What follows belongs to an exercise in optimizing a design on an open flow for small area, a short achievable clock period and few clock cycles per item; a production flow would make more cautious choices.
In this exercise RTL edits were held to simulation tests only and were not proved equivalent to the original.
Power is estimated from default activity; no workload was simulated.

==> design/flow/design.v <==
`timescale 1ns / 1ps
`default_nettype none
package sule_pkg;
  localparam int DATA_W           = 32;
  localparam int REQ_W            = 2;
  localparam int STAT_W           = 2;
  localparam int OUT_W            = 6;
  localparam int DEFAULT_CAPACITY = 32;
  localparam logic [REQ_W-1:0] REQ_INSERT = 2'd0;
  localparam logic [REQ_W-1:0] REQ_REMOVE = 2'd1;
  localparam logic [REQ_W-1:0] REQ_SEARCH = 2'd2;
  localparam logic [STAT_W-1:0] ST_DONE    = 2'd0;
  localparam logic [STAT_W-1:0] ST_PRESENT = 2'd1;
  localparam logic [STAT_W-1:0] ST_ABSENT  = 2'd2;
  localparam logic [STAT_W-1:0] ST_FULL    = 2'd3;
endpackage
`default_nettype wire
`timescale 1ns / 1ps
`default_nettype none
module sule_ctrl #(
  parameter int CAPACITY = sule_pkg::DEFAULT_CAPACITY
) (
  input  wire logic                               clk,
  input  wire logic                               rst,
  input  wire logic                               req_valid,
  output logic                                    req_stall,
  input  wire logic [sule_pkg::REQ_W-1:0]         req_type,
  input  wire logic signed [sule_pkg::DATA_W-1:0] value,
  output logic                                    rsp_valid,
  input  wire logic                               rsp_stall,
  output logic [sule_pkg::STAT_W-1:0]             status,
  output logic [sule_pkg::OUT_W-1:0]              position,
  output logic [sule_pkg::OUT_W-1:0]              count,
  output logic signed [sule_pkg::DATA_W-1:0]      val,
  output logic                                    ins,
  output logic                                    rem,
  input  wire logic [CAPACITY-1:0]                lt,
  input  wire logic                               hit,
  input  wire logic                               full
);
  localparam int NG    = CAPACITY / 8;    
  localparam int DEPTH = 5;               
  localparam int RW    = sule_pkg::STAT_W + sule_pkg::OUT_W + 2;
  logic                       s0_v;
  logic [sule_pkg::REQ_W-1:0] s0_type;
  logic                       accept;
  assign accept = req_valid & ~req_stall;
  always_ff @(posedge clk) begin
    val     <= value;
    s0_type <= req_type;
    if (rst) begin
      s0_v <= 1'b0;
    end else begin
      s0_v <= accept;
    end
  end
  assign ins = s0_v & (s0_type == sule_pkg::REQ_INSERT);
  assign rem = s0_v & (s0_type == sule_pkg::REQ_REMOVE);
  logic                s1_v;
  logic                s1_ins, s1_rem;
  logic                s1_hit, s1_full;
  logic [CAPACITY-1:0] s1_lt;
  always_ff @(posedge clk) begin
    s1_ins  <= (s0_type == sule_pkg::REQ_INSERT);
    s1_rem  <= (s0_type == sule_pkg::REQ_REMOVE);
    s1_hit  <= hit;
    s1_full <= full;
    s1_lt   <= lt;
    if (rst) begin
      s1_v <= 1'b0;
    end else begin
      s1_v <= s0_v;
    end
  end
  logic                        ins_ok, rem_ok;
  logic [sule_pkg::STAT_W-1:0] st2;
  logic [3:0]                  pc2 [NG];
  assign ins_ok = s1_v & s1_ins & ~s1_hit & ~s1_full;
  assign rem_ok = s1_v & s1_rem & s1_hit;
  always_comb begin
    if (s1_ins) begin
      st2 = s1_hit  ? sule_pkg::ST_PRESENT :
            s1_full ? sule_pkg::ST_FULL    : sule_pkg::ST_DONE;
    end else begin
      st2 = s1_hit ? sule_pkg::ST_DONE : sule_pkg::ST_ABSENT;
    end
    for (int g = 0; g < NG; g++) begin
      pc2[g] = (4'(s1_lt[8*g])   + 4'(s1_lt[8*g+1]) + 4'(s1_lt[8*g+2])) +
               (4'(s1_lt[8*g+3]) + 4'(s1_lt[8*g+4]) + 4'(s1_lt[8*g+5])) +
               (4'(s1_lt[8*g+6]) + 4'(s1_lt[8*g+7]));
    end
  end
  logic                        s2_v;
  logic [sule_pkg::STAT_W-1:0] s2_st;
  logic [1:0]                  s2_dc;    
  logic [3:0]                  s2_pc [NG];
  always_ff @(posedge clk) begin
    s2_st  <= st2;
    s2_dc  <= {ins_ok, rem_ok};
    for (int g = 0; g < NG; g++) begin
      s2_pc[g] <= pc2[g];
    end
    if (rst) begin
      s2_v <= 1'b0;
    end else begin
      s2_v <= s1_v;
    end
  end
  logic [5:0] pos3;
  always_comb begin
    pos3 = '0;
    for (int g = 0; g < NG; g++) begin
      pos3 = pos3 + 6'(s2_pc[g]);
    end
  end
  logic [RW-1:0]    q_d [DEPTH];
  logic [DEPTH-1:0] q_v;
  logic [RW-1:0]    push_d;
  logic             pop;
  logic [RW-1:0]    src_d [DEPTH];
  logic [DEPTH-1:0] src_v;
  logic [DEPTH-1:0] put;
  assign push_d = {s2_st, pos3, s2_dc};
  assign pop    = q_v[0] & ~rsp_stall;
  always_comb begin
    for (int j = 0; j < DEPTH; j++) begin
      if (pop) begin
        src_v[j] = (j + 1 < DEPTH) ? q_v[(j+1)%DEPTH] : 1'b0;
        src_d[j] = q_d[(j+1)%DEPTH];
      end else begin
        src_v[j] = q_v[j];
        src_d[j] = q_d[j];
      end
    end
    for (int j = 0; j < DEPTH; j++) begin
      put[j] = s2_v & ~src_v[j] & ((j == 0) ? 1'b1 : src_v[(j+DEPTH-1)%DEPTH]);
    end
  end
  logic [RW-1:0]              head_d;
  logic                       head_new;
  logic [sule_pkg::OUT_W-1:0] cnt_q;
  assign head_d   = put[0] ? push_d : src_d[0];
  assign head_new = put[0] | (pop & q_v[(1)%DEPTH]);
  always_ff @(posedge clk) begin
    for (int j = 1; j < DEPTH; j++) begin
      q_d[j] <= put[j] ? push_d : src_d[j];
    end
    if (rst) begin
      q_d[0] <= '0;
      q_v    <= '0;
      cnt_q  <= '0;
    end else begin
      q_d[0] <= head_d;
      q_v    <= src_v | put;
      if (head_new) begin
        cnt_q <= cnt_q + sule_pkg::OUT_W'(head_d[1]) - sule_pkg::OUT_W'(head_d[0]);
      end
    end
  end
  assign rsp_valid = q_v[0];
  assign status    = q_d[0][RW-1 -: sule_pkg::STAT_W];
  assign position  = q_d[0][2 +: sule_pkg::OUT_W];
  assign count     = cnt_q;
  logic [DEPTH-1:0] inwork;
  logic             up, down;
  assign up        = accept & ~pop;
  assign down      = pop & ~accept;
  assign req_stall = inwork[DEPTH-1];
  always_ff @(posedge clk) begin
    if (rst) begin
      inwork <= '0;
    end else if (up) begin
      inwork <= {inwork[DEPTH-2:0], 1'b1};
    end else if (down) begin
      inwork <= {1'b0, inwork[DEPTH-1:1]};
    end
  end
endmodule
`default_nettype wire
`timescale 1ns / 1ps
`default_nettype none
module sule_dp #(
  parameter int CAPACITY = sule_pkg::DEFAULT_CAPACITY
) (
  input  wire logic                               clk,
  input  wire logic                               rst,
  input  wire logic signed [sule_pkg::DATA_W-1:0] val,    
  input  wire logic                               ins,    
  input  wire logic                               rem,    
  output logic [CAPACITY-1:0]                     lt,     
  output logic                                    hit,    
  output logic                                    full    
);
  localparam int AW = $clog2(CAPACITY);
  logic signed [sule_pkg::DATA_W-1:0] ent [CAPACITY];
  logic [CAPACITY-1:0]                vld;
  logic [CAPACITY-1:0]                vld_eff;
  logic [CAPACITY-1:0]                eq;
  logic [CAPACITY-1:0]                all_below;
  logic [CAPACITY-1:0]                free1;
  logic [AW-1:0]                      free_idx;
  logic [AW-1:0]                      hit_idx;
  logic [AW-1:0]                      kill_idx;   
  logic                               kill;       
  always_comb begin
    for (int i = 0; i < CAPACITY; i++) begin
      vld_eff[i] = vld[i] & ~(kill & (kill_idx == AW'(i)));
    end
    full = &vld_eff;
  end
  always_comb begin
    for (int i = 0; i < CAPACITY; i++) begin
      eq[i] = vld_eff[i] & (ent[i] == val);
      lt[i] = vld_eff[i] & (ent[i] < val);
    end
    hit = |eq;
    hit_idx = '0;
    for (int i = 0; i < CAPACITY; i++) begin
      hit_idx = hit_idx | ({AW{eq[i]}} & AW'(i));
    end
  end
  always_comb begin
    all_below[0] = 1'b1;
    for (int i = 1; i < CAPACITY; i++) begin
      all_below[i] = all_below[i-1] & vld_eff[i-1];
    end
    free1 = ~vld_eff & all_below;
    free_idx = '0;
    for (int i = 0; i < CAPACITY; i++) begin
      free_idx = free_idx | ({AW{free1[i]}} & AW'(i));
    end
  end
  always_ff @(posedge clk) begin
    for (int i = 0; i < CAPACITY; i++) begin
      if (!vld_eff[i]) begin
        ent[i] <= val;
      end
    end
  end
  always_ff @(posedge clk) begin
    kill_idx <= ins ? free_idx : hit_idx;
    if (rst) begin
      vld  <= '0;
      kill <= 1'b0;
    end else begin
      vld  <= vld_eff | ({CAPACITY{ins}} & free1);
      kill <= hit & ((ins & ~full) | rem);
    end
  end
endmodule
`default_nettype wire
`timescale 1ns / 1ps
`default_nettype none
module sorted_unique_list_engine #(
  parameter int CAPACITY = sule_pkg::DEFAULT_CAPACITY
) (
  input  wire logic                               clk,
  input  wire logic                               rst,
  input  wire logic                               req_valid,
  output logic                                    req_stall,
  input  wire logic [sule_pkg::REQ_W-1:0]         req_type,
  input  wire logic signed [sule_pkg::DATA_W-1:0] value,
  output logic                                    rsp_valid,
  input  wire logic                               rsp_stall,
  output logic [sule_pkg::STAT_W-1:0]             status,
  output logic [sule_pkg::OUT_W-1:0]              position,
  output logic [sule_pkg::OUT_W-1:0]              count
);
  logic signed [sule_pkg::DATA_W-1:0] val;
  logic                               ins, rem;
  logic [CAPACITY-1:0]                lt;
  logic                               hit;
  logic                               full;
  sule_ctrl #(
    .CAPACITY (CAPACITY)
  ) u_ctrl (
    .clk       (clk),
    .rst       (rst),
    .req_valid (req_valid),
    .req_stall (req_stall),
    .req_type  (req_type),
    .value     (value),
    .rsp_valid (rsp_valid),
    .rsp_stall (rsp_stall),
    .status    (status),
    .position  (position),
    .count     (count),
    .val       (val),
    .ins       (ins),
    .rem       (rem),
    .lt        (lt),
    .hit       (hit),
    .full      (full)
  );
  sule_dp #(
    .CAPACITY (CAPACITY)
  ) u_dp (
    .clk (clk),
    .rst (rst),
    .val (val),
    .ins (ins),
    .rem (rem),
    .lt  (lt),
    .hit (hit),
    .full (full)
  );
endmodule
`default_nettype wire
==> design/flow/run.sh <==
#!/bin/bash
# synth_recipe.tcl (not shown) runs the flow's synth.tcl, then flattens the netlist and writes it again
# the make line also repeats each setting of config.mk as NAME=value (left out here)
make -C /OpenROAD-flow-scripts/flow DESIGN_CONFIG=/design/flow/config.mk WORK_HOME=/design/flow/orfs CLKGATE_MAP_FILE= SYNTH_SCRIPT=/design/flow/synth_recipe.tcl finish
==> design/flow/config.mk <==
export PLATFORM = sky130hd
export DESIGN_NAME = sorted_unique_list_engine
export DESIGN_NICKNAME = sorted_unique_list_engine
export VERILOG_FILES = /design/flow/design.v
export SDC_FILE = /design/flow/constraint.sdc
export NUM_CORES = 4
export LEC_CHECK = 0
export ABC_AREA = 1
export CAP_MARGIN = 20
export CORE_MARGIN = 2
export CORE_UTILIZATION = 60
export CTS_CLUSTER_DIAMETER = 70
export CTS_CLUSTER_SIZE = 25
export SETUP_SLACK_MARGIN = 5.0
export SLEW_MARGIN = 20
==> design/flow/constraint.sdc <==
create_clock -name core_clock -period 8.0 [get_ports {clk}]
set_input_delay 1.6000 -clock core_clock [delete_from_list [all_inputs] [get_ports {clk}]]
set_output_delay 1.6000 -clock core_clock [all_outputs]
set_load 0.01 [all_outputs]
==> results.sh, run 1 <==
export IMPL_status="timing/DRC/antenna clean"
export IMPL_hold_buffers=0
export IMPL_start_kind="flip-flop"
export IMPL_first_global_vias=40160
export IMPL_num_vias=41952
export IMPL_hold_depth=2
export IMPL_grt_pass1_wl_um=251000
export IMPL_end_kind="flip-flop"
export IMPL_final_hold_viol_count=0
export IMPL_rsz0062_at_grt="true"
export IMPL_peakVddDrop_mv=0.224
export IMPL_final_common_cell="edfxtp_1"
export IMPL_final_util_pct=68.3
export IMPL_regToRegStartpoint="u_ctrl.val[18]$_DFF_P_"
export IMPL_viasPerCell=6.15
export IMPL_drt_iter0_markers=4171
export IMPL_cts_buffers_inserted=75
export IMPL_ant_nets=0
export IMPL_die_h_um=326
export IMPL_layout_cells_non_filler=6817
export IMPL_period_minus_slack_ns=3.08
export IMPL_clk_latency_ns=0.68
export IMPL_pwr_density_cell_nw_per_um2=192
export IMPL_layout_common_cells="1,064 x edfxtp_1, 1,048 x ha_1, 723 x nand2_1, 554 x a21oi_1, 340 x inv_1"
export IMPL_synth_top_area_cell="edfxtp_1"
export IMPL_drt_wl_total_um=176000
export IMPL_synth_edff_count=1064
export IMPL_drive_gt1_share_pct=10.7
export IMPL_total_power_uw=13500
export IMPL_start_util_pct=60.3
export IMPL_fin_skew_ns=0.0298
export IMPL_dieArea_um2=106000
export IMPL_clk_path_buf_depth=3
export IMPL_yosysTopAreaCellShare_pct=51.4
export IMPL_cts_root_buf="clkbuf_16"
export IMPL_dp_hpwl_um=106000
export IMPL_setup_viol=0
export IMPL_rows=118
export IMPL_synthCells=5118
export IMPL_cts_sinks=1221
export IMPL_synthesis_nets=6234
export IMPL_synthFlopType="edfxtp_1"
export IMPL_rrSetupSlack_ns=4.92
export IMPL_path_max_fanout=23
export IMPL_die_w_um=326
export IMPL_worst_hold_path_type="reg2reg"
export IMPL_cp_data_required_time_ns=8.62
export IMPL_async_reset_ff_share_pct=0
export IMPL_grt_max_degree=46
export IMPL_worstSetupPathType="reg2reg"
export IMPL_timing_fmax_ghz=0.325
export IMPL_synth_area_um2=62100
export IMPL_leakage_uw=0.0302
export IMPL_drc=0
export IMPL_gp_congestion=1.01
export IMPL_synth_area_top_cells="edfxtp_1 51%, ha_1 21%, dfxtp_1 5.1%"
export IMPL_slew_violations=0
export IMPL_post_route_period_util_pct=38.4
export IMPL_fin_setup_tns_ns=0
export IMPL_cp_arrival_ns=3.69
export IMPL_ys_seq_elements=1221
export IMPL_min_from="u_ctrl.s1_rem$_DFF_P_"
export IMPL_io_pins=54
export IMPL_holdPathEnd="u_ctrl.s2_dc[0]$_DFF_P_"
export IMPL_grt_ovfl_total=0
export IMPL_tightestPinTransition_ns=0.882
export IMPL_worstRegToRegCells=13
export IMPL_path_clk_slew_ns=0.09
export IMPL_fin_nets=6492
export IMPL_wl_per_cell_um=25.8
export IMPL_syn_avg_cell_area_um2=12.1
export IMPL_fill_cells=7622
export IMPL_drtPass1Iterations=7
export IMPL_grt_usage_pct=32.0
export IMPL_relSlewSlack_pct=40.7
export IMPL_dp_cells=6610
export IMPL_cts_tree="done"
export IMPL_htree_levels=3
export IMPL_coreArea_um2=103000
export IMPL_yosys_warnings=7
export IMPL_port_buffer_count=53
export IMPL_yosysSeqAreaShare_pct=56.5
export IMPL_synth_distinct_cells=56
export IMPL_maxCapViolCount=0
export IMPL_timing_rr_end="u_dp.kill$_SDFF_PP0_"
export IMPL_area_delta_synth_final_pct=13.3
export IMPL_antenna_found_initial=6
-- kinds of logic (layout without fill, tap and decap cells) --
group,Yosys count,after routing,share of synthesized area (%)
fa+ha+maj,1078,1078,22.0
xor+xnor,17,17,0.240
flops,1221,1221,56.5
simple gates,1398,1402,10.1
compound gates,978,978,8.60
other cells,0,1,0
buf+inv,426,740,2.64
-- per-stage QoR --
step           hold slack, ns  instance area (um^2)  setup WS, ns
6_report                0.428                 70400          4.92
5_1_grt                 0.436                 70400          4.83
4_1_cts                 0.432                 69200          4.88
3_5_place_dp            0.419                 65200          3.45
3_3_place_gp            0.411                 65200          3.44
2_1_floorplan           0.403                 62300          4.38
-- area by class of cell --
type                            count  area [um^2]  area share, %
Antenna cell                        1         2.50        0.00355
Clock buffer                       91         2070           2.93
Clock inverter                     46          666          0.945
Inverter                          396         1570           2.24
Multi-Input combinational cell   3475        26700           37.9
Sequential cell                  1221        35200           50.0
Tap cell                         1380         1730           2.45
Timing Repair Buffer              206         2500           3.54
Timing Repair inverter              1         5.00        0.00711
-- power breakdown --
part,internal (uW),switching (uW)
clock,2190,2370
combinational,605,1030
sequential,7190,114
-- sequential cells by signal (all words and copies together) (netlist names) --
name	count
u_ctrl.s2_pc	16
u_dp.vld	32
u_ctrl.s1_lt	32
u_ctrl.val	32
u_ctrl.s1_v	1
u_ctrl.s2_v	1
u_ctrl.s2_st	2
u_ctrl.s1_ins	1
u_ctrl.inwork	5
u_ctrl.s1_full	1
u_ctrl.q_d	50
u_dp.kill	1
u_dp.kill_idx	5
u_ctrl.q_v	5
u_ctrl.s1_rem	1
u_ctrl.s1_hit	1
u_ctrl.cnt_q	6
u_ctrl.s0_v	1
u_dp.ent	1024
u_ctrl.s0_type	2
u_ctrl.s2_dc	2
-- worst max-delay path by stage --
stage | to | slack, ns | startpoint
2_1_floorplan | u_ctrl.cnt_q[5]$_SDFFE_PP0P_ | 4.38 | rsp_stall
4_1_cts | u_dp.kill$_SDFF_PP0_ | 4.88 | u_ctrl.val[19]$_DFF_P_
6_report | u_dp.kill$_SDFF_PP0_ | 4.92 | u_ctrl.val[18]$_DFF_P_
3_3_place_gp | u_ctrl.cnt_q[5]$_SDFFE_PP0P_ | 3.44 | rsp_stall
3_5_place_dp | u_ctrl.cnt_q[5]$_SDFFE_PP0P_ | 3.45 | rsp_stall
5_1_grt | u_dp.kill$_SDFF_PP0_ | 4.83 | u_ctrl.val[22]$_DFF_P_
-- per-layer routing --
metal  vias up  share of wire [%]  global-route usage, %
met1     20672                 42                   44.3
met5         -                  0                      0
met3       286                7.4                   4.04
met2      1517                 46                   52.3
met4         0                3.9                   11.4
li1      19477                  -                      -
-- cell usage after synthesis, drive strengths merged, types with 2 or more instances --
cell type / count
nor3: 44
o2111ai: 6
a21oi: 559
a2111oi: 2
a211o: 6
o211ai: 30
buf: 12
nor4: 45
fa: 23
o221a: 2
edfxtp: 1064
a211oi: 19
a221oi: 11
inv: 396
a31o: 3
xor2: 10
nand2: 748
nand3b: 14
xnor2: 7
nand3: 178
o21ai: 257
and2: 2
o31ai: 4
a21o: 4
or2: 11
ha: 1055
a31oi: 29
nor3b: 5
dfxtp: 157
a21boi: 3
clkbuf: 18
o221ai: 5
o211a: 3
nand4: 109
o21a: 17
o21bai: 17
nor2: 235
nor4b: 5
-- what timing repair did --
item | 4_1_cts | 5_1_grt
gates cloned | 2 | 15
gates resized for setup | 263 | 152
buffers inserted | 18 | 34
endpoints found under the setup margin | 153 | 67
pin swaps | 20 | 36
-- critical path: stages (launching register included) --
cell and delay [ns]:
dfxtp_4 0.41, inv_2 0.33, buf_6 0.44, ha_1 0.22
nand2_1 0.09, nor4_1 0.50, nand3_1 0.38, nand2_1 0.18
nor2_1 0.08, nand2_1 0.06, nor2_1 0.04, nand2_1 0.07
nand2_1 0.05, nor2_1 0.10
Testbench counts, summed over its fixed seeds: cycles 4,032, items 4,000.
==> run 2: changes to the inputs <==
--- a/design/flow/config.mk
+++ b/design/flow/config.mk
@@ -9,7 +9,7 @@
 export CAP_MARGIN = 20
 export CORE_MARGIN = 2
 export CORE_UTILIZATION = 60
-export CTS_CLUSTER_DIAMETER = 70
-export CTS_CLUSTER_SIZE = 25
-export SETUP_SLACK_MARGIN = 5.0
+export CTS_CLUSTER_DIAMETER = 100
+export CTS_CLUSTER_SIZE = 30
+export SETUP_SLACK_MARGIN = 4.6
 export SLEW_MARGIN = 20
==> run 2 against run 1 <==
Worst setup slack worse by 0.37 ns. Routed wire length shrank 6.0%. Clock power decreased by 29%. Maximum frequency shrank 11%. Die area stayed put. Worst hold slack improved by 0.0074 ns. Critical path depth rose by 4. Cell area fell by 4.3%. Utilization down 2.9 points. Sequential power barely moved.
==> results.sh, run 2 <==
export IMPL_dr_wl_met3_um=12000
export IMPL_drc=0
export IMPL_yosys_warnings=7
export IMPL_grt_max_degree=54
export IMPL_synthesis_nets=6234
export IMPL_start_kind="flip-flop"
export IMPL_reg_top3="u_dp.ent (1024), u_ctrl.q_d (50)"
export IMPL_status="timing/DRC/antenna clean"
export IMPL_placed_cell_area_um2=65200
export IMPL_syn_avg_cell_area_um2=12.1
export IMPL_worstSetupPathType="reg2reg"
export IMPL_grt_usage_pct=31.1
export IMPL_crit_path_cell_trace="buf_8, inv_2, buf_4, ha_1, nand2_1, nor2_1, nand2_1, nor4_1, nand3_1, buf_4, nand2_1, nor2_1, nand2_1, nor2_1, nand2_1, nand2_1, nor2_1"
export IMPL_place_ws_ns=3.44
export IMPL_yosysMostFrequentCell="edfxtp_1"
export IMPL_end_kind="flip-flop"
export IMPL_path_clk_slew_ns=0.11
export IMPL_clk_latency_ns=0.69
export IMPL_synthFlopType="edfxtp_1"
export IMPL_clk_path_buf_depth=3
export IMPL_num_vias=40726
export IMPL_synth_area_um2=62100
export IMPL_ant_nets=0
export IMPL_peakVddDrop_mv=0.191
export IMPL_coreArea_um2=103000
export IMPL_grt_ovfl_total=0
export IMPL_dp_hpwl_um=107000
export IMPL_final_common_cell="edfxtp_1"
export IMPL_yosysTopAreaCellShare_pct=51.4
export IMPL_synth_distinct_cells=56
export IMPL_relSlewSlack_pct=39.5
export IMPL_synth_top_area_cell="edfxtp_1"
export IMPL_viasPerCell=6.07
export IMPL_htree_levels=2
export IMPL_total_power_uw=12100
export IMPL_fin_setup_tns_ns=0
export IMPL_maxCapViolCount=0
export IMPL_ys_seq_elements=1221
export IMPL_path_common_cell="nand2_1"
export IMPL_grt_pass1_wl_um=245000
export IMPL_max_stage_delay_ns=0.39
export IMPL_leakage_uw=0.0288
export IMPL_drive_gt1_share_pct=6.82
export IMPL_top_register="u_dp.ent"
export IMPL_final_cell_area_um2=67400
export IMPL_crit_family="simple AND/OR/NAND/NOR gates"
export IMPL_cts_root_buf="clkbuf_16"
export IMPL_wl_per_cell_um=24.7
export IMPL_synthCells=5118
export IMPL_die_h_um=326
export IMPL_path_max_fanout=33
export IMPL_rows=118
export IMPL_drt_wl_total_um=165000
export IMPL_drt_met1_wl_um=70100
export IMPL_cpMaxStageDelayCell="nor4_1"
export IMPL_largest_reg_flops=1024
export IMPL_setup_viol=0
export IMPL_hold_buffers=0
export IMPL_cp_arrival_ns=4.07
export IMPL_gp_congestion=0.932
export IMPL_first_global_vias=39690
export IMPL_start_util_pct=60.3
export IMPL_final_util_pct=65.4
export IMPL_fin_skew_ns=0.0217
export IMPL_yosysSeqAreaShare_pct=56.5
export IMPL_async_reset_ff_share_pct=0
export IMPL_port_buffer_count=53
export IMPL_dieArea_um2=106000
export IMPL_synth_area_top_cells="edfxtp_1 51%, ha_1 21%, dfxtp_1 5.1%"
export IMPL_crit_buf_inv=4
export IMPL_layout_common_cells="1,064 x edfxtp_1, 1,052 x ha_1, 732 x nand2_1, 558 x a21oi_1, 349 x inv_1"
export IMPL_worst_hold_path_type="reg2reg"
export IMPL_cp_data_required_time_ns=8.62
export IMPL_drtPass1Iterations=5
export IMPL_fin_nets=6404
export IMPL_ys_top_cells_by_count="1,064 x edfxtp_1, 1,055 x ha_1, 735 x nand2_1, 559 x a21oi_1, 385 x inv_1"
export IMPL_period_minus_slack_ns=3.45
export IMPL_highest_layer="met4"
export IMPL_wl_met2_um=75900
export IMPL_cts_sinks=1221
export IMPL_cts_tree="done"
export IMPL_die_w_um=326
export IMPL_fin_ws_ns=4.55
export IMPL_area_delta_synth_final_pct=8.50
export IMPL_cts_buffers_inserted=48
export IMPL_tightestPinTransition_ns=0.900
export IMPL_antenna_cells=0
export IMPL_final_hold_viol_count=0
export IMPL_synth_edff_count=1064
export IMPL_drt_iter0_markers=4020
export IMPL_pwr_density_cell_nw_per_um2=179
export IMPL_post_route_period_util_pct=43.1
export IMPL_slew_violations=0
export IMPL_antenna_found_initial=5
export IMPL_io_pins=54
export IMPL_timing_fmax_ghz=0.290
export IMPL_rsz0062_at_grt="true"
run 2: worst paths after layout:
path                          start                       to  slack (ns)  cells after the start
max          u_ctrl.val[24]$_DFF_P_     u_dp.kill$_SDFF_PP0_        4.55                     17
min           u_ctrl.s1_rem$_DFF_P_  u_ctrl.s2_dc[0]$_DFF_P_        0.44                      2
max reg2reg  u_ctrl.val[24]$_DFF_P_     u_dp.kill$_SDFF_PP0_        4.55                     17
min reg2reg   u_ctrl.s1_rem$_DFF_P_  u_ctrl.s2_dc[0]$_DFF_P_        0.44                      2
run 2: metrics by stage:
step	instances	hold slack, ns
after floorplan	5118	0.403
after global routing	6706	0.473
after detailed placement	6606	0.427
final	6706	0.436
after CTS	6701	0.443
after global placement	6606	0.412
run 2: cell families (layout without fill, tap and decap cells):
kind of cell               Yosys count  in the layout  synth area share, %
and+or+nand+nor                   1398           1398                 10.1
DFF                               1221           1221                 56.5
adders and majority gates         1078           1078                 22.0
AOI/OAI and AO/OA                  978            978                 8.60
buffers and inverters              426            634                 2.64
xor gates and xnor gates            17             17                0.240
run 2: where the power goes:
group	switching (uW)	total (uW)	leakage, uW	internal (uW)
sequential	113	7310	0.0125	7200
combinational	982	1540	0.0156	553
clock	1990	3250	0.000722	1260
total	3080	12100	0.0288	9010
run 2: final cells by class:
type	count	area, um^2
clock buffers	80	1430
fillers	7949	35600
well taps	1380	1730
repair buffers	150	1490
clock inverters	8	73.8
inverters	396	1530
multi-input cells	3471	26000
flip-flops and latches	1221	35100
run 2: tightest hold or removal path: cells and delay by family (launching register included):
kind | cells | cell delay [ns]
flops | 1 | 0.32
simple gates | 2 | 0.09
run 2: metal layers:
metal / vias to the layer above / global-route usage [%]
met4: 0 / 11.9
met3: 267 / 3.98
met5: - / 0
met2: 1389 / 50.5
met1: 19825 / 43.1
li1: 19245 / -
run 2: what timing repair did:
item,in CTS,in global routing
gates resized for setup,91,66
buffers inserted,7,5
endpoints found under the setup margin,85,64
pin swaps,4,4
==> run 3: changes to the inputs <==
--- a/design/flow/config.mk
+++ b/design/flow/config.mk
@@ -11,5 +11,5 @@
 export CORE_UTILIZATION = 60
 export CTS_CLUSTER_DIAMETER = 100
 export CTS_CLUSTER_SIZE = 30
-export SETUP_SLACK_MARGIN = 4.6
+export SETUP_SLACK_MARGIN = 5.0
 export SLEW_MARGIN = 20
==> run 3 against run 2 <==
Combinational power rose by 6%. Clock power rose by 2%. Via count rose by 2.2%. First-iteration DRC count rose by 4.9%. Sequential power barely moved. Flip-flop and latch count did not move. Total power rose by 1.2%. Sequential share of layout area fell by 1.2 points. Highest routed layer unchanged.
==> results.sh, run 3 <==
export IMPL_wl_per_cell_um=25.7
export IMPL_yosys_warnings=7
export IMPL_post_route_period_util_pct=37.5
export IMPL_port_buffer_count=53
export IMPL_worstSetupPathType="in2reg"
export IMPL_yosysTopAreaCellShare_pct=51.4
export IMPL_seqPwrFrac_pct=59.7
export IMPL_synthesis_nets=6234
export IMPL_power_switching_uw=3150
export IMPL_coreArea_um2=103000
export IMPL_dp_hpwl_um=106000
export IMPL_layout_common_cells="1,064 x edfxtp_1, 1,049 x ha_1, 722 x nand2_1, 554 x a21oi_1, 342 x inv_1"
export IMPL_grt_ovfl_total=0
export IMPL_first_global_vias=39838
export IMPL_grt_pass1_wl_um=249000
export IMPL_worst_hold_path_type="reg2reg"
export IMPL_crit_buf_inv=6
export IMPL_leakage_uw=0.0296
export IMPL_cts_root_buf="clkbuf_16"
export IMPL_fin_skew_ns=0.0373
export IMPL_max_stage_delay_ns=0.22
export IMPL_cts_sinks=1221
export IMPL_fin_setup_tns_ns=0
export IMPL_cp_arrival_ns=3.61
export IMPL_gp_congestion=1.01
export IMPL_timing_fmax_ghz=0.333
export IMPL_ys_top_cells_by_count="1,064 x edfxtp_1, 1,055 x ha_1, 735 x nand2_1, 559 x a21oi_1, 385 x inv_1"
export IMPL_status="timing/DRC/antenna clean"
export IMPL_end_kind="flip-flop"
export IMPL_synthCells=5118
export IMPL_clk_path_buf_depth=3
export IMPL_use_met1_pct=44.4
export IMPL_largest_reg_flops=1024
export IMPL_dieArea_um2=106000
export IMPL_p_int_uw=9090
export IMPL_dp_cells=6610
export IMPL_drc=0
export IMPL_drtPass1Iterations=5
export IMPL_total_power_uw=12200
export IMPL_cp_depth=20
export IMPL_yosysMostFrequentCell="edfxtp_1"
export IMPL_rsz0062_at_grt="true"
export IMPL_swShare_pct=25.7
export IMPL_ys_seq_elements=1221
export IMPL_clockPowerShare_pct=26.9
export IMPL_crit_family="simple AND/OR/NAND/NOR gates"
export IMPL_syn_avg_cell_area_um2=12.1
export IMPL_cts_buffers_inserted=48
export IMPL_rows=118
export IMPL_start_util_pct=60.3
export IMPL_relSlewSlack_pct=40.7
export IMPL_path_clk_slew_ns=0.12
export IMPL_path_max_fanout=5
export IMPL_final_hold_viol_count=0
export IMPL_cts_tree="done"
export IMPL_num_vias=41614
export IMPL_drive_gt1_share_pct=9.58
export IMPL_grtUsageMet2_pct=51.9
export IMPL_final_common_cell="edfxtp_1"
export IMPL_cp_data_required_time_ns=8.60
export IMPL_async_reset_ff_share_pct=0
export IMPL_p_comb_share_pct=13.3
export IMPL_die_w_um=326
export IMPL_synth_area_um2=62100
export IMPL_grt_use_met3_pct=4.08
export IMPL_peakVddDrop_mv=0.219
export IMPL_clk_latency_ns=0.70
export IMPL_hold_depth=2
export IMPL_tightestPinTransition_ns=0.883
export IMPL_synth_edff_count=1064
export IMPL_reg_top3="u_dp.ent (1024), u_ctrl.q_d (50)"
export IMPL_viasPerCell=6.15
export IMPL_yosysSeqAreaShare_pct=56.5
export IMPL_maxCapViolCount=0
export IMPL_die_h_um=326
export IMPL_setup_viol=0
export IMPL_synth_distinct_cells=56
export IMPL_crit_path_cell_trace="buf_8, nor2_4, buf_6, nand2_4, nand3_2, o21ai_4, inv_2, ha_4, inv_4, ha_4, nand3_2, and2_4, inv_2, a21oi_2, inv_1, a21oi_2, or2_4, nand3_4, o21ai_2, a21oi_1"
export IMPL_period_minus_slack_ns=3.00
export IMPL_grt_usage_pct=31.8
export IMPL_fill_cells=7793
export IMPL_grt_max_degree=46
export IMPL_start_kind="input port"
export IMPL_ant_nets=0
export IMPL_io_pins=54
export IMPL_worstRegToRegCells=14
export IMPL_top_usage_layer="met2"
export IMPL_synth_area_top_cells="edfxtp_1 51%, ha_1 21%, dfxtp_1 5.1%"
export IMPL_top_register="u_dp.ent"
export IMPL_fin_nets=6462
export IMPL_cpMaxStageDelayCell="ha_4"
export IMPL_synth_top_area_cell="edfxtp_1"
export IMPL_drt_wl_total_um=174000
export IMPL_area_delta_synth_final_pct=11.3
export IMPL_synthFlopType="edfxtp_1"
export IMPL_antenna_found_initial=6
export IMPL_htree_levels=2
export IMPL_pwr_density_cell_nw_per_um2=177
export IMPL_drt_iter0_markers=4217
export IMPL_layout_cells_non_filler=6765
export IMPL_slew_violations=0
-- run 3: cell counts after synthesis --
No cell type changed its count.
-- run 3: through the flow --
stage	setup WS (ns)	utilization (%)	hold slack (ns)	instance area, um^2
finish	5.00	67.1	0.430	69200
global route	4.87	67.1	0.439	69100
CTS	4.90	66.0	0.435	68000
detailed placement	3.45	63.3	0.419	65200
global placement	3.44	63.3	0.411	65200
floorplan	4.38	-	0.403	62300
-- run 3: kinds of logic (layout without fill, tap and decap cells) --
group                      count (synthesis)  after routing  share of synthesized area (%)
xor gates and xnor gates                  17             17                          0.240
and+or+nand+nor                         1398           1402                           10.1
AOI/OAI and AO/OA                        978            978                           8.60
other                                      0              1                              0
DFF                                     1221           1221                           56.5
buffers and inverters                    426            688                           2.64
adders and majority gates               1078           1078                           22.0
-- run 3: cell type report --
cell class / count / area (um^2) / area share, %
repair buffers: 204 / 2470 / 3.57
clock buffers: 82 / 1450 / 2.09
clock inverters: 6 / 78.8 / 0.114
flip-flops and latches: 1221 / 35200 / 50.9
diodes: 1 / 2.50 / 0.00362
well taps: 1380 / 1730 / 2.50
multi-input cells: 3475 / 26700 / 38.6
inverters: 396 / 1570 / 2.26
-- run 3: final timing paths --
path / slack, ns / to / start
worst max-delay path: 5.00 / u_ctrl.cnt_q[5]$_SDFFE_PP0P_ / rsp_stall
worst min-delay path: 0.43 / u_ctrl.s2_dc[0]$_DFF_P_ / u_ctrl.s1_rem$_DFF_P_
worst max register to register: 5.00 / u_dp.kill$_SDFF_PP0_ / u_ctrl.val[20]$_DFF_P_
worst min register to register: 0.43 / u_ctrl.s2_dc[0]$_DFF_P_ / u_ctrl.s1_rem$_DFF_P_
-- run 3: power groups by stage --
stage	clock network, uW	logic (uW)	registers (uW)
6_report	3300	1630	7310
5_1_grt	3530	1840	7330
4_1_cts	3340	1570	7310
3_5_place_dp	0	1490	7460
3_3_place_gp	0	1440	7450
2_1_floorplan	0	941	7450
-- run 3: per-layer routing --
layer	wire, um	vias up
li1	-	19382
met1	74600	20524
met3	12400	254
met4	6700	0
met5	0	-
met2	80500	1454
-- run 3: timing repair --
| action | CTS | global route |
|---|---|---|
| cloned | 2 | 14 |
| setup buffers | 18 | 32 |
| pin swaps | 16 | 36 |
| hold buffers | 0 | 0 |
| setup endpoints to repair | 154 | 63 |
| resized for setup | 268 | 154 |
-- run 3: worst reg2reg max path, stage by stage, from the launching register on --
cell and delay, ns:
dfxtp_2 0.35, buf_8 0.33, inv_2 0.10, buf_6 0.27, ha_1 0.47, nand3_1 0.09, nor4_2 0.54, nand3_2 0.29
nand2_1 0.15, nor2_1 0.06, nand2_1 0.06, nor2_1 0.04, nand2_1 0.07, nand2_1 0.05, nor2_1 0.10
==> run 4: changes to the inputs <==
--- a/design/flow/config.mk
+++ b/design/flow/config.mk
@@ -6,10 +6,10 @@
 export NUM_CORES = 4
 export LEC_CHECK = 0
 export ABC_AREA = 1
-export CAP_MARGIN = 20
+export CAP_MARGIN = 5
 export CORE_MARGIN = 2
 export CORE_UTILIZATION = 60
 export CTS_CLUSTER_DIAMETER = 100
 export CTS_CLUSTER_SIZE = 30
 export SETUP_SLACK_MARGIN = 5.0
-export SLEW_MARGIN = 20
+export SLEW_MARGIN = 5
==> run 4 against run 3 <==
Area after synthesis unchanged. Clock power down 2%. Flip-flop and latch count did not move. Cell area decreased by 0.19%. Still clean on timing, DRC and antenna. Largest power group unchanged. Global-route usage shrank 0.087 points. Sequential power barely moved. Count of clock-buffer cells in the layout is 5 lower. Critical path depth decreased by 4. Worst hold slack lost 0.0023 ns. Synthesized cell count unchanged. Clock skew is 0.0051 ns lower. Non-clock buffer count is 8 lower.
==> results.sh, run 4 <==
export IMPL_gp_congestion=1.01
export IMPL_synth_area_um2=62100
export IMPL_port_buffer_count=53
export IMPL_fin_ws_ns=4.93
export IMPL_synth_edff_count=1064
export IMPL_cts_buffers_inserted=48
export IMPL_swShare_pct=25.8
export IMPL_ys_seq_elements=1221
export IMPL_final_seq_area_um2=35200
export IMPL_start_kind="flip-flop"
export IMPL_async_reset_ff_share_pct=0
export IMPL_clockPowerShare_pct=26.5
export IMPL_fin_skew_ns=0.0323
export IMPL_cts_root_buf="clkbuf_16"
export IMPL_wl_per_cell_um=25.8
export IMPL_path_max_fanout=33
export IMPL_dieArea_um2=106000
export IMPL_tightestPinTransition_ns=1.22
export IMPL_viasPerCell=6.15
export IMPL_total_power_uw=12200
export IMPL_drive_gt1_share_pct=9.40
export IMPL_fin_setup_tns_ns=0
export IMPL_reg_top3="u_dp.ent (1024), u_ctrl.q_d (50)"
export IMPL_ant_nets=0
export IMPL_cpMaxStageDelayCell="dfxtp_2"
export IMPL_cts_tree="done"
export IMPL_grt_usage_pct=31.7
export IMPL_synthAdderAreaFrac_pct=22.0
export IMPL_setup_viol=0
export IMPL_crit_family="simple AND/OR/NAND/NOR gates"
export IMPL_place_ws_ns=3.45
export IMPL_synthXorXnorAreaFrac_pct=0.240
export IMPL_p_comb_share_pct=13.4
export IMPL_top_register="u_dp.ent"
export IMPL_rows=118
export IMPL_drt_iter0_markers=4022
export IMPL_slew_violations=0
export IMPL_synthesis_nets=6234
export IMPL_clk_path_buf_depth=3
export IMPL_rrSetupSlack_ns=4.93
export IMPL_htree_levels=2
export IMPL_final_util_pct=67.0
export IMPL_yosys_area_share_simple_pct=10.1
export IMPL_synth_mux_area_share_pct=0
export IMPL_io_pins=54
export IMPL_maxCapViolCount=0
export IMPL_synth_distinct_cells=56
export IMPL_worstSetupPathType="reg2reg"
export IMPL_grt_pass1_wl_um=249000
export IMPL_fin_hold_ws_ns=0.427
export IMPL_synth_area_top_cells="edfxtp_1 51%, ha_1 21%, dfxtp_1 5.1%"
export IMPL_synth_top_area_cell="edfxtp_1"
export IMPL_drc=0
export IMPL_end_kind="flip-flop"
export IMPL_pwr_density_cell_nw_per_um2=176
export IMPL_fin_nets=6453
export IMPL_synth_compound_area_share_pct=8.60
export IMPL_synth_top_family_by_area="adder cells"
export IMPL_grt_ovfl_total=0
export IMPL_rsz0062_at_grt="true"
export IMPL_status="timing/DRC/antenna clean"
export IMPL_yosysMostFrequentCell="edfxtp_1"
export IMPL_antenna_found_initial=9
export IMPL_yosysSeqAreaShare_pct=56.5
export IMPL_synthCells=5118
export IMPL_timing_fmax_ghz=0.326
export IMPL_crit_path_cell_trace="buf_12, inv_4, buf_8, ha_1, inv_1, nor3_1, nand2_2, nor4_4, nand3_2, nand2_1, nor2_1, nand4_1, nor2_1, nand2_1, nand2_1, nor2_1"
export IMPL_path_clk_slew_ns=0.12
export IMPL_layout_common_cells="1,064 x edfxtp_1, 1,048 x ha_1, 723 x nand2_1, 555 x a21oi_1, 342 x inv_1"
export IMPL_post_route_period_util_pct=38.3
export IMPL_cp_arrival_ns=3.71
export IMPL_start_util_pct=60.3
export IMPL_cp_data_required_time_ns=8.64
export IMPL_yosys_warnings=7
export IMPL_coreArea_um2=103000
export IMPL_hold_buffers=0
export IMPL_cts_sinks=1221
export IMPL_drtPass1Iterations=5
export IMPL_power_switching_uw=3140
export IMPL_first_global_vias=39598
export IMPL_grt_max_degree=46
export IMPL_syn_avg_cell_area_um2=12.1
export IMPL_multi_input_area_um2=26600
export IMPL_relSlewSlack_pct=18.1
export IMPL_drt_wl_total_um=174000
export IMPL_num_vias=41573
export IMPL_max_stage_delay_ns=0.36
export IMPL_dp_hpwl_um=106000
export IMPL_synthFlopType="edfxtp_1"
export IMPL_worst_hold_path_type="reg2reg"
export IMPL_yosysTopAreaCellShare_pct=51.4
export IMPL_leakage_uw=0.0295
export IMPL_area_delta_synth_final_pct=11.1
export IMPL_p_int_uw=9030
export IMPL_peakVddDrop_mv=0.214
export IMPL_period_minus_slack_ns=3.07
export IMPL_largest_reg_flops=1024
export IMPL_fill_cells=7758
export IMPL_seqPwrFrac_pct=60.0
export IMPL_die_w_um=326
export IMPL_die_h_um=326
export IMPL_crit_buf_inv=4
export IMPL_ys_top_cells_by_count="1,064 x edfxtp_1, 1,055 x ha_1, 735 x nand2_1, 559 x a21oi_1, 385 x inv_1"
export IMPL_final_common_cell="edfxtp_1"
export IMPL_clk_latency_ns=0.71
export IMPL_final_hold_viol_count=0
[run 4: cell types whose count changed in the layout (fill, tap and decap cells not counted), sizes merged]
cell	before	now
clkdlybuf4s15	5	4
inv	397	399
clkinv	3	4
clkbuf	94	87
dlygate4sd2	9	12
buf	141	133
nand2	751	750
clkinvlp	1	3
[run 4: metrics by stage]
step	area, um^2	std cells
after floorplan	62300	5118
after global placement	65200	6609
after detailed placement	65200	6609
after CTS	68000	6719
after global routing	69000	6755
final	69000	6756
[run 4: layout make-up]
class                   instances  share of cell area [%]
diodes                          1                 0.00363
clock buffers                  77                    1.96
clock inverters                11                   0.160
inverters                     396                    2.28
multi-input cells            3474                    38.6
flip-flops and latches       1221                    51.0
well taps                    1380                    2.50
repair buffers                196                    3.51
[run 4: worst reg2reg max path, delay by kind of cell (launching register included)]
kind                     cells  cell delay (ns)
buffers and inverters        4             0.69
adder cells (fa/ha/maj)      1             0.36
flip-flops                   1             0.36
AND/OR/NAND/NOR             11             1.62
[run 4: repair_timing]
action                                  4_1_cts  5_1_grt
cloned                                        2       13
endpoints found under the setup margin      156       62
resized for setup                           280      137
pin swaps                                    23       35
buffers inserted                             20       23
[run 4: power groups by stage]
stage / logic (uW) / clock network (uW) / registers, uW
floorplan: 941 / 0 / 7450
global placement: 1440 / 0 / 7450
detailed placement: 1490 / 0 / 7460
CTS: 1570 / 3270 / 7300
global route: 1840 / 3450 / 7330
finish: 1630 / 3230 / 7310
[run 4: final timing paths]
path | end | start | cells after the start
worst max register to register | u_dp.kill$_SDFF_PP0_ | u_ctrl.val[24]$_DFF_P_ | 16
worst max-delay path | u_dp.kill$_SDFF_PP0_ | u_ctrl.val[24]$_DFF_P_ | 16
worst min register to register | u_ctrl.s2_dc[0]$_DFF_P_ | u_ctrl.s1_rem$_DFF_P_ | 2
worst min-delay path | u_ctrl.s2_dc[0]$_DFF_P_ | u_ctrl.s1_rem$_DFF_P_ | 2
[run 4: kinds of logic after synthesis]
| family | count (synthesis) |
|---|---|
| buffers and inverters | 426 |
| AOI/OAI and AO/OA | 978 |
| adders and majority gates | 1078 |
| and+or+nand+nor | 1398 |
| xor gates and xnor gates | 17 |
| DFF | 1221 |
[run 4: per-layer routing]
metal | part of all wire (%) | wire length (um) | global-route usage, %
met1 | 43 | 74000 | 44.3
met2 | 46 | 80200 | 51.4
met3 | 7.2 | 12600 | 3.69
met4 | 4.1 | 7160 | 12.0
met5 | 0 | 0 | 0
==> run 5: changes to the inputs <==
--- a/design/flow/design.v
+++ b/design/flow/design.v
@@ -192,7 +192,10 @@
   output logic                                    full    
 );
   localparam int AW = $clog2(CAPACITY);
-  logic signed [sule_pkg::DATA_W-1:0] ent [CAPACITY];
+  localparam logic [sule_pkg::DATA_W-1:0] STORE_FLIP = {1'b0, {(sule_pkg::DATA_W-1){1'b1}}};
+  localparam logic [sule_pkg::DATA_W-1:0] QUERY_FLIP = {1'b1, {(sule_pkg::DATA_W-1){1'b0}}};
+  logic [sule_pkg::DATA_W-1:0] ent [CAPACITY];
+  logic [sule_pkg::DATA_W-1:0] qry;
   logic [CAPACITY-1:0]                vld;
   logic [CAPACITY-1:0]                vld_eff;
   logic [CAPACITY-1:0]                eq;
@@ -208,10 +211,23 @@
     end
     full = &vld_eff;
   end
+  function automatic logic [1:0] cmp_lt_eq(input logic [sule_pkg::DATA_W-1:0] st,
+                                           input logic [sule_pkg::DATA_W-1:0] qy);
+    logic [sule_pkg::DATA_W-1:0] l, q;
+    l = st & qy;
+    q = st ^ qy;
+    for (int w = sule_pkg::DATA_W / 2; w >= 1; w = w / 2) begin
+      for (int j = 0; j < w; j++) begin
+        l[j] = l[2*j+1] | (q[2*j+1] & l[2*j]);
+        q[j] = q[2*j+1] & q[2*j];
+      end
+    end
+    cmp_lt_eq = {l[0], q[0]};
+  endfunction
+  assign qry = val ^ QUERY_FLIP;
   always_comb begin
     for (int i = 0; i < CAPACITY; i++) begin
-      eq[i] = vld_eff[i] & (ent[i] == val);
-      lt[i] = vld_eff[i] & (ent[i] < val);
+      {lt[i], eq[i]} = cmp_lt_eq(ent[i], qry) & {2{vld_eff[i]}};
     end
     hit = |eq;
     hit_idx = '0;
@@ -233,7 +249,7 @@
   always_ff @(posedge clk) begin
     for (int i = 0; i < CAPACITY; i++) begin
       if (!vld_eff[i]) begin
-        ent[i] <= val;
+        ent[i] <= val ^ STORE_FLIP;
       end
     end
   end
--- a/design/flow/config.mk
+++ b/design/flow/config.mk
@@ -6,10 +6,10 @@
 export NUM_CORES = 4
 export LEC_CHECK = 0
 export ABC_AREA = 1
-export CAP_MARGIN = 5
+export CAP_MARGIN = 20
 export CORE_MARGIN = 2
-export CORE_UTILIZATION = 60
-export CTS_CLUSTER_DIAMETER = 100
+export CORE_UTILIZATION = 66
+export CTS_CLUSTER_DIAMETER = 70
 export CTS_CLUSTER_SIZE = 30
 export SETUP_SLACK_MARGIN = 5.0
-export SLEW_MARGIN = 5
+export SLEW_MARGIN = 20
==> run 5 against run 4 <==
Register-to-register slack improved by 0.07 ns. Critical endpoint is now u_ctrl.q_d[0][7]$_SDFFE_PP0P_. Non-clock buffer count decreased by 9. Synthesized cell count decreased by 4.0%. Combinational power is 6% lower. Area after synthesis down 1.3%. Worst setup slack improved by 0.074 ns. Still clean on timing, DRC and antenna. Die area fell by 10%. Routed wire length fell by 1.7%.
==> results.sh, run 5 <==
export IMPL_grt_max_degree=54
export IMPL_synthesis_nets=6027
export IMPL_syn_avg_cell_area_um2=12.5
export IMPL_largest_reg_flops=1024
export IMPL_path_max_fanout=5
export IMPL_fin_skew_ns=0.0380
export IMPL_drt_iter0_markers=4260
export IMPL_post_route_period_util_pct=37.4
export IMPL_io_pins=54
export IMPL_first_global_vias=39926
export IMPL_viasPerCell=6.43
export IMPL_tightestPinTransition_ns=0.942
export IMPL_leakage_uw=0.0282
export IMPL_ys_seq_elements=1221
export IMPL_drtPass1Iterations=7
export IMPL_drt_wl_total_um=171000
export IMPL_ys_top_cells_by_count="1,064 x edfxtp_1, 1,055 x ha_1, 662 x nand2_1, 557 x a21oi_1, 268 x inv_1"
export IMPL_period_minus_slack_ns=2.99
export IMPL_fin_nets=6246
export IMPL_yosys_warnings=7
export IMPL_die_h_um=309
export IMPL_seqPwrFrac_pct=57.2
export IMPL_fin_setup_tns_ns=0
export IMPL_synth_area_um2=61300
export IMPL_path_common_cell="inv_2"
export IMPL_rows=111
export IMPL_cpMaxStageDelayCell="fa_2"
export IMPL_cts_root_buf="clkbuf_16"
export IMPL_swShare_pct=26.6
export IMPL_drc=0
export IMPL_wl_per_cell_um=26.6
export IMPL_synth_top_area_cell="edfxtp_1"
export IMPL_worstSetupPathType="reg2reg"
export IMPL_cts_buffers_inserted=61
export IMPL_synthCells=4911
export IMPL_final_cell_area_um2=67600
export IMPL_grt_usage_pct=36.0
export IMPL_relSlewSlack_pct=37.1
export IMPL_cts_tree="done"
export IMPL_p_comb_share_pct=12.0
export IMPL_start_util_pct=66.7
export IMPL_pwr_density_cell_nw_per_um2=189
export IMPL_grt_ovfl_total=0
export IMPL_rsz0062_at_grt="true"
export IMPL_status="timing/DRC/antenna clean"
export IMPL_dieArea_um2=95400
export IMPL_synthFlopType="edfxtp_1"
export IMPL_end_kind="flip-flop"
export IMPL_port_buffer_count=53
export IMPL_gp_congestion=0.990
export IMPL_ant_nets=0
export IMPL_die_w_um=309
export IMPL_synth_distinct_cells=52
export IMPL_placed_cell_area_um2=64300
export IMPL_cts_sinks=1221
export IMPL_worst_hold_path_type="reg2reg"
export IMPL_antenna_found_initial=7
export IMPL_timing_fmax_ghz=0.334
export IMPL_clockPowerShare_pct=30.9
export IMPL_area_delta_synth_final_pct=10.2
export IMPL_synth_edff_count=1064
export IMPL_drive_gt1_share_pct=9.38
export IMPL_crit_path_cell_trace="ha_4, fa_2, inv_2, fa_1, inv_2, ha_4, inv_2, fa_2, o21ai_2, a21oi_2, buf_6, o21ai_4, a21oi_2, nor2_1"
export IMPL_yosysTopAreaCellShare_pct=52.1
export IMPL_start_kind="flip-flop"
export IMPL_async_reset_ff_share_pct=0
export IMPL_cp_arrival_ns=3.64
export IMPL_cp_data_required_time_ns=8.65
export IMPL_power_switching_uw=3410
export IMPL_path_clk_slew_ns=0.11
export IMPL_clk_latency_ns=0.73
export IMPL_top_register="u_dp.ent"
export IMPL_maxCapViolCount=0
export IMPL_num_vias=41345
export IMPL_final_common_cell="edfxtp_1"
export IMPL_setup_viol=0
export IMPL_p_int_uw=9400
export IMPL_slew_violations=0
export IMPL_layout_common_cells="1,064 x edfxtp_1, 1,048 x ha_1, 651 x nand2_1, 552 x a21oi_1, 257 x inv_1"
export IMPL_coreArea_um2=91900
export IMPL_final_hold_viol_count=0
export IMPL_peakVddDrop_mv=0.251
export IMPL_htree_levels=2
export IMPL_synth_area_top_cells="edfxtp_1 52%, ha_1 22%, dfxtp_1 5.1%"
export IMPL_max_stage_delay_ns=0.61
export IMPL_reg_top3="u_dp.ent (1024), u_ctrl.q_d (50)"
export IMPL_yosysMostFrequentCell="edfxtp_1"
export IMPL_dp_hpwl_um=111000
export IMPL_clk_path_buf_depth=3
export IMPL_grt_pass1_wl_um=249000
export IMPL_yosysSeqAreaShare_pct=57.2
run 5: cell types whose count changed in the layout (fill, tap and decap cells not counted), moves of 15 or more:
cell | previous run | this run
o21bai_1 | 17 | 2
nand4_1 | 108 | 141
nand2_1 | 723 | 651
inv_1 | 342 | 257
buf_4 | 67 | 96
o221ai_1 | 4 | 23
nand3_1 | 156 | 131
nor4_4 | 19 | 3
clkbuf_1 | 26 | 4
a211oi_1 | 16 | 52
inv_4 | 18 | 3
nor3_1 | 30 | 56
buf_12 | 34 | 6
o21ai_0 | 225 | 187
run 5: per-layer routing:
metal / vias up / part of all wire (%) / global-route usage, % / routed length, um
li1: 18892 / - / - / -
met1: 20297 / 41 / 49.5 / 69400
met2: 1715 / 45 / 57.4 / 77100
met3: 437 / 9.0 / 5.54 / 15400
met4: 4 / 5.4 / 15.5 / 9180
met5: - / 0.015 / 0 / 25
run 5: logic make-up (layout without fill, tap and decap cells):
| family | after synthesis | in the layout | share of synthesized area (%) |
|---|---|---|---|
| other cells | 0 | 1 | 0 |
| simple gates | 1333 | 1333 | 9.65 |
| xor+xnor | 11 | 11 | 0.157 |
| buf+inv | 313 | 585 | 1.99 |
| flops | 1221 | 1221 | 57.2 |
| fa+ha+maj | 1078 | 1078 | 22.3 |
| compound gates | 955 | 955 | 8.72 |
run 5: power groups by stage:
stage	Clock, uW	Sequential [uW]	Combinational [uW]
3_3_place_gp	0	7460	1390
5_1_grt	4180	7350	1730
6_report	3960	7320	1530
4_1_cts	3980	7330	1480
2_1_floorplan	0	7470	889
3_5_place_dp	0	7470	1450
run 5: critical path, delay by kind of cell, from the launching register on:
kind,cells,cell delay [ns]
compound gates,4,0.41
fa+ha+maj,5,1.73
buf+inv,4,0.30
flops,1,0.34
simple gates,1,0.12
run 5: final cells by class:
| type | instances | area, um^2 |
|---|---|---|
| antenna | 1 | 2.50 |
| clock buffer | 70 | 1660 |
| clock inverter | 46 | 578 |
| fill | 6223 | 24300 |
| inverter | 282 | 1070 |
| multi-input combinational | 3377 | 25800 |
| sequential | 1221 | 35200 |
| tap | 1243 | 1560 |
| timing repair buffer | 187 | 1740 |
run 5: path summary, 6_finish.rpt:
check,startpoint,endpoint,slack (ns),cells after the start
min,u_ctrl.s1_rem$_DFF_P_,u_ctrl.s2_dc[0]$_DFF_P_,0.44,2
max,u_ctrl.s2_pc[0][0]$_DFF_P_,u_ctrl.q_d[0][7]$_SDFFE_PP0P_,5.01,14
min reg2reg,u_ctrl.s1_rem$_DFF_P_,u_ctrl.s2_dc[0]$_DFF_P_,0.44,2
max reg2reg,u_ctrl.s2_pc[0][0]$_DFF_P_,u_ctrl.q_d[0][7]$_SDFFE_PP0P_,5.01,14
run 5: stage by stage:
| stage | hold WS [ns] | std cells | util (%) | setup slack [ns] | power (uW) |
|---|---|---|---|---|---|
| 6_report | 0.438 | 6427 | 73.5 | 5.01 | 12800 |
| 5_1_grt | 0.463 | 6426 | 73.5 | 4.94 | 13200 |
| 4_1_cts | 0.438 | 6403 | 72.9 | 4.86 | 12800 |
| 3_5_place_dp | 0.419 | 6272 | 69.9 | 3.50 | 8920 |
| 3_3_place_gp | 0.411 | 6271 | 69.9 | 3.54 | 8850 |
| 2_1_floorplan | 0.403 | 4911 | - | 4.46 | 8360 |
run 5: repair_timing:
action                                  CTS  global route
hold endpoints to repair                  0             0
hold buffers                              0             0
gates cloned                              0             1
pin swaps                                13            30
setup buffers                            15            22
gates resized for setup                 139            84
endpoints found under the setup margin  144            89
Testbench counts of run 5, summed over its fixed seeds: cycles 4,032, items 4,000.
==> run 6: changes to the inputs <==
--- a/design/flow/config.mk
+++ b/design/flow/config.mk
@@ -8,7 +8,7 @@
 export ABC_AREA = 1
 export CAP_MARGIN = 20
 export CORE_MARGIN = 2
-export CORE_UTILIZATION = 66
+export CORE_UTILIZATION = 55
 export CTS_CLUSTER_DIAMETER = 70
 export CTS_CLUSTER_SIZE = 30
 export SETUP_SLACK_MARGIN = 5.0
==> run 6 against run 5 <==
Cell area grew 1.2%. Still clean. Maximum frequency shrank 1.4%. Synthesized cell count is the same. Critical path type unchanged.
==> results.sh, run 6 <==
export IMPL_fin_nets=6263
export IMPL_post_route_period_util_pct=37.9
export IMPL_placed_cell_area_um2=64600
export IMPL_synthAdderAreaFrac_pct=22.3
export IMPL_cpMaxStageDelayCell="nor4_1"
export IMPL_peakVddDrop_mv=0.211
export IMPL_ys_seq_elements=1221
export IMPL_final_seq_area_um2=35200
export IMPL_start_util_pct=55.4
export IMPL_cts_tree="done"
export IMPL_synthCells=4911
export IMPL_largest_reg_flops=1024
export IMPL_yosys_area_share_simple_pct=9.65
export IMPL_rows=122
export IMPL_worstSetupPathType="reg2reg"
export IMPL_slew_violations=0
export IMPL_path_max_fanout=33
export IMPL_multi_input_area_um2=25700
export IMPL_yosysTopAreaCellShare_pct=52.1
export IMPL_htree_levels=3
export IMPL_fin_setup_tns_ns=0
export IMPL_pwr_density_cell_nw_per_um2=199
export IMPL_hold_depth=2
export IMPL_grt_usage_pct=30.6
export IMPL_synth_distinct_cells=52
export IMPL_reg_top3="u_dp.ent (1024), u_ctrl.q_d (50)"
export IMPL_drt_wl_total_um=174000
export IMPL_wl_per_cell_um=25.9
export IMPL_synth_area_top_cells="edfxtp_1 52%, ha_1 22%, dfxtp_1 5.1%"
export IMPL_cp_arrival_ns=3.68
export IMPL_final_hold_viol_count=0
export IMPL_grt_max_degree=54
export IMPL_io_pins=54
export IMPL_synthFlopType="edfxtp_1"
export IMPL_syn_avg_cell_area_um2=12.5
export IMPL_first_global_vias=38834
export IMPL_layout_common_cells="1,064 x edfxtp_1, 1,048 x ha_1, 646 x nand2_1, 552 x a21oi_1, 256 x inv_1"
export IMPL_tightestPinTransition_ns=1.00
export IMPL_leakage_uw=0.0285
export IMPL_cts_buffers_inserted=84
export IMPL_top_register="u_dp.ent"
export IMPL_synth_top_family_by_area="adder cells"
export IMPL_fin_skew_ns=0.0341
export IMPL_synth_edff_count=1064
export IMPL_drtPass1Iterations=6
export IMPL_clk_latency_ns=0.71
export IMPL_gp_congestion=0.966
export IMPL_area_delta_synth_final_pct=11.5
export IMPL_relSlewSlack_pct=33.2
export IMPL_die_w_um=338
export IMPL_hold_buffers=0
export IMPL_num_vias=40360
export IMPL_viasPerCell=6.02
export IMPL_rrSetupSlack_ns=4.96
export IMPL_status="timing/DRC/antenna clean"
export IMPL_final_common_cell="edfxtp_1"
export IMPL_cts_sinks=1221
export IMPL_path_clk_slew_ns=0.09
export IMPL_worstRegToRegCells=12
export IMPL_crit_path_cell_trace="buf_4, ha_1, inv_1, nor4_1, nand4_1, nand2_1, nor2_1, nand2_1, nor2_1, nand3_1, nand2_1, nor2_1"
export IMPL_synth_compound_area_share_pct=8.72
export IMPL_start_kind="flip-flop"
export IMPL_max_stage_delay_ns=0.64
export IMPL_grt_pass1_wl_um=252000
export IMPL_drt_iter0_markers=3211
export IMPL_async_reset_ff_share_pct=0
export IMPL_end_kind="flip-flop"
export IMPL_maxCapViolCount=0
export IMPL_drive_gt1_share_pct=9.77
export IMPL_ys_top_cells_by_count="1,064 x edfxtp_1, 1,055 x ha_1, 662 x nand2_1, 557 x a21oi_1, 268 x inv_1"
export IMPL_worst_hold_path_type="reg2reg"
export IMPL_yosysSeqAreaShare_pct=57.2
export IMPL_synthesis_nets=6027
export IMPL_port_buffer_count=53
export IMPL_yosys_warnings=7
export IMPL_antenna_found_initial=5
export IMPL_grt_ovfl_total=0
export IMPL_synth_area_um2=61300
export IMPL_fill_cells=8729
export IMPL_timing_fmax_ghz=0.329
export IMPL_period_minus_slack_ns=3.04
export IMPL_coreArea_um2=111000
export IMPL_dp_hpwl_um=114000
export IMPL_cp_data_required_time_ns=8.64
export IMPL_cts_root_buf="clkbuf_16"
export IMPL_synth_top_area_cell="edfxtp_1"
export IMPL_yosysMostFrequentCell="edfxtp_1"
export IMPL_synthXorXnorAreaFrac_pct=0.157
export IMPL_die_h_um=338
export IMPL_clk_path_buf_depth=3
export IMPL_synth_mux_area_share_pct=0
export IMPL_ant_nets=0
export IMPL_final_cell_area_um2=68400
export IMPL_dieArea_um2=114000
export IMPL_setup_viol=0
export IMPL_drc=0
export IMPL_rsz0062_at_grt="true"
==> run 6: final timing paths <==
check | startpoint | end
min | u_ctrl.s1_rem$_DFF_P_ | u_ctrl.s2_dc[0]$_DFF_P_
min reg2reg | u_ctrl.s1_rem$_DFF_P_ | u_ctrl.s2_dc[0]$_DFF_P_
max | u_ctrl.val[25]$_DFF_P_ | u_dp.kill$_SDFF_PP0_
max reg2reg | u_ctrl.val[25]$_DFF_P_ | u_dp.kill$_SDFF_PP0_
==> run 6: layer usage <==
metal	up-vias	track usage, %	share of wire, %
met3	273	3.84	4.9
li1	18974	-	-
met1	20013	41.4	44
met4	6	9.39	3.6
met2	1094	51.5	48
met5	-	0	0.020
==> run 6: timing repair <==
item,4_1_cts,5_1_grt
pin swaps,17,27
cloned,0,2
buffers inserted,13,11
resized for setup,107,95
setup endpoints to repair,156,93
==> run 6: cell families after synthesis <==
group	after synthesis
flops	1221
xor+xnor	11
compound gates	955
fa+ha+maj	1078
buf+inv	313
simple gates	1333
==> run 6: area by class of cell <==
| class | instances | share of cell area, % |
|---|---|---|
| inverters | 282 | 1.57 |
| clock inverters | 62 | 1.08 |
| clock buffers | 96 | 3.31 |
| repair buffers | 179 | 2.25 |
| multi-input cells | 3379 | 37.7 |
| diodes | 1 | 0.00366 |
| flip-flops and latches | 1221 | 51.4 |
| well taps | 1488 | 2.72 |
==> run 6: where the power goes <==
part	internal [uW]	switching, uW
Combinational	537	969
Sequential	7200	110
Clock	2250	2520
Total	9990	3600
==> run 6: stage by stage <==
stage / cells / hold WS, ns / worst slack [ns] / util [%] / total power, uW
floorplan: 4911 / 0.403 / 4.46 / - / 8360
global placement: 6523 / 0.454 / 3.52 / 58.4 / 8880
detailed placement: 6523 / 0.451 / 3.54 / 58.4 / 8930
CTS: 6694 / 0.464 / 4.88 / 61.5 / 13700
global route: 6707 / 0.490 / 4.85 / 61.8 / 14100
finish: 6708 / 0.470 / 4.96 / 61.8 / 13600
==> run 6: critical path, delay by kind of cell, from the launching register on <==
family        cells  cell delay, ns
simple gates      9            1.72
flops             1            0.32
fa+ha+maj         1            0.27
buf+inv           2            0.62
==> run 7: changes to the inputs <==
--- a/design/flow/config.mk
+++ b/design/flow/config.mk
@@ -8,7 +8,7 @@
 export ABC_AREA = 1
 export CAP_MARGIN = 20
 export CORE_MARGIN = 2
-export CORE_UTILIZATION = 55
+export CORE_UTILIZATION = 60
 export CTS_CLUSTER_DIAMETER = 70
 export CTS_CLUSTER_SIZE = 30
 export SETUP_SLACK_MARGIN = 5.0
==> run 7 against run 6 <==
Utilization rose by 5.1 points. Still clean on timing, DRC and antenna. Register-to-register slack better by 0.09 ns. Clock power is 4.8% lower. Area after synthesis is the same. Sequential share of layout area is 0.35 points higher. Final cell count down 2.2%. First-iteration DRC count up 10%. Critical endpoint unchanged. Maximum frequency up 2.9%. Global-route usage rose by 2.6 points. Worst setup slack better by 0.087 ns.
==> results.sh, run 7 <==
export IMPL_max_stage_delay_ns=0.73
export IMPL_status="timing/DRC/antenna clean"
export IMPL_yosysSeqAreaShare_pct=57.2
export IMPL_path_clk_slew_ns=0.09
export IMPL_leakage_uw=0.0284
export IMPL_cpMaxStageDelayCell="nor4_1"
export IMPL_rrSetupSlack_ns=5.05
export IMPL_syn_avg_cell_area_um2=12.5
export IMPL_dr_wl_met3_um=10800
export IMPL_period_minus_slack_ns=2.95
export IMPL_cp_data_required_time_ns=8.63
export IMPL_start_util_pct=60.4
export IMPL_first_global_vias=39051
export IMPL_start_kind="flip-flop"
export IMPL_hold_depth=2
export IMPL_fin_nets=6247
export IMPL_peakVddDrop_mv=0.237
export IMPL_worst_hold_path_type="reg2reg"
export IMPL_dieArea_um2=105000
export IMPL_grt_pass1_wl_um=251000
export IMPL_synth_area_top_cells="edfxtp_1 52%, ha_1 22%, dfxtp_1 5.1%"
export IMPL_drt_wl_total_um=173000
export IMPL_drt_iter0_markers=3537
export IMPL_cts_root_buf="clkbuf_16"
export IMPL_gp_congestion=0.951
export IMPL_grt_ovfl_total=0
export IMPL_tightestPinTransition_ns=1.18
export IMPL_regToRegStartpoint="u_ctrl.val[1]$_DFF_P_"
export IMPL_synthCells=4911
export IMPL_drc=0
export IMPL_p_int_uw=9820
export IMPL_maxCapViolCount=0
export IMPL_antenna_found_initial=4
export IMPL_die_h_um=324
==> run 7: cell counts after synthesis <==
Identical to the previous run, type by type.
==> run 7: worst max-delay path by stage <==
stage | startpoint | end | slack, ns | depth (start not counted)
after global routing | u_ctrl.s2_pc[0][0]$_DFF_P_ | u_ctrl.q_d[2][7]$_DFFE_PP_ | 4.99 | 12
after global placement | rsp_stall | u_ctrl.cnt_q[5]$_SDFFE_PP0P_ | 3.56 | 17
after detailed placement | rsp_stall | u_ctrl.cnt_q[5]$_SDFFE_PP0P_ | 3.58 | 17
after CTS | u_ctrl.val[17]$_DFF_P_ | u_dp.kill$_SDFF_PP0_ | 4.99 | 13
final | u_ctrl.val[1]$_DFF_P_ | u_dp.kill$_SDFF_PP0_ | 5.05 | 12
after floorplan | rsp_stall | u_ctrl.cnt_q[5]$_SDFFE_PP0P_ | 4.46 | 17
==> run 7: worst reg2reg max path: cells and delay by family, from the launching register on <==
family                     cells  cell delay (ns)
adders and majority gates      1             0.34
buffers and inverters          1             0.63
and+or+nand+nor               10             1.62
DFF                            1             0.32
==> run 7: logic make-up (layout without fill, tap and decap cells) <==
kind of cell | count (synthesis) | count (layout) | share of synthesized area, %
compound gates | 955 | 955 | 8.72
fa+ha+maj | 1078 | 1078 | 22.3
xor+xnor | 11 | 11 | 0.157
simple gates | 1333 | 1333 | 9.65
buf+inv | 313 | 596 | 1.99
flops | 1221 | 1221 | 57.2
==> run 7: through the flow <==
| step | std cells | setup WS [ns] | area (um^2) | hold slack, ns | total power [uW] |
|---|---|---|---|---|---|
| 2_1_floorplan | 4911 | 4.46 | 61500 | 0.403 | 8360 |
| 5_1_grt | 6562 | 4.99 | 67900 | 0.462 | 13800 |
| 6_report | 6562 | 5.05 | 67900 | 0.436 | 13400 |
| 4_1_cts | 6551 | 4.99 | 67600 | 0.438 | 13400 |
| 3_3_place_gp | 6397 | 3.56 | 64400 | 0.410 | 8870 |
| 3_5_place_dp | 6397 | 3.58 | 64400 | 0.424 | 8930 |
==> run 7: power groups by stage <==
stage	clock network, uW	registers [uW]	logic [uW]
after floorplan	0	7470	889
after global placement	0	7440	1430
after detailed placement	0	7450	1480
after CTS	4590	7300	1500
after global routing	4790	7330	1720
final	4540	7300	1520
==> run 7: final cells by class <==
class,instances,area (um^2)
Inverter,282,1060
Fill cell,7508,33700
Timing Repair Buffer,173,1610
Clock buffer,88,2110
Sequential cell,1221,35200
Clock inverter,53,652
Tap cell,1368,1710
Multi-Input combinational cell,3377,25600
==> run 7: layer usage <==
metal  GRT usage [%]  up-vias
met5               0        -
met4            11.7        4
met3            4.30      314
met2            55.7     1289
met1            44.5    20093
li1                -    18909
==> run 7: timing repair <==
item / CTS / global route
hold endpoints to repair: 0 / 0
buffers inserted: 13 / 11
setup endpoints to repair: 135 / 65
resized for setup: 103 / 76
pin swaps: 13 / 17
hold buffers: 0 / 0
gates cloned: 0 / 0

Setup slack of run 7, layout unchanged: 5.051 ns with ideal ports, 4.980 ns with driving cells assumed (clock clkbuf_16, inputs buf_2), 4.350 ns with port delays also shifted by the 0.754 ns mid clock arrival.
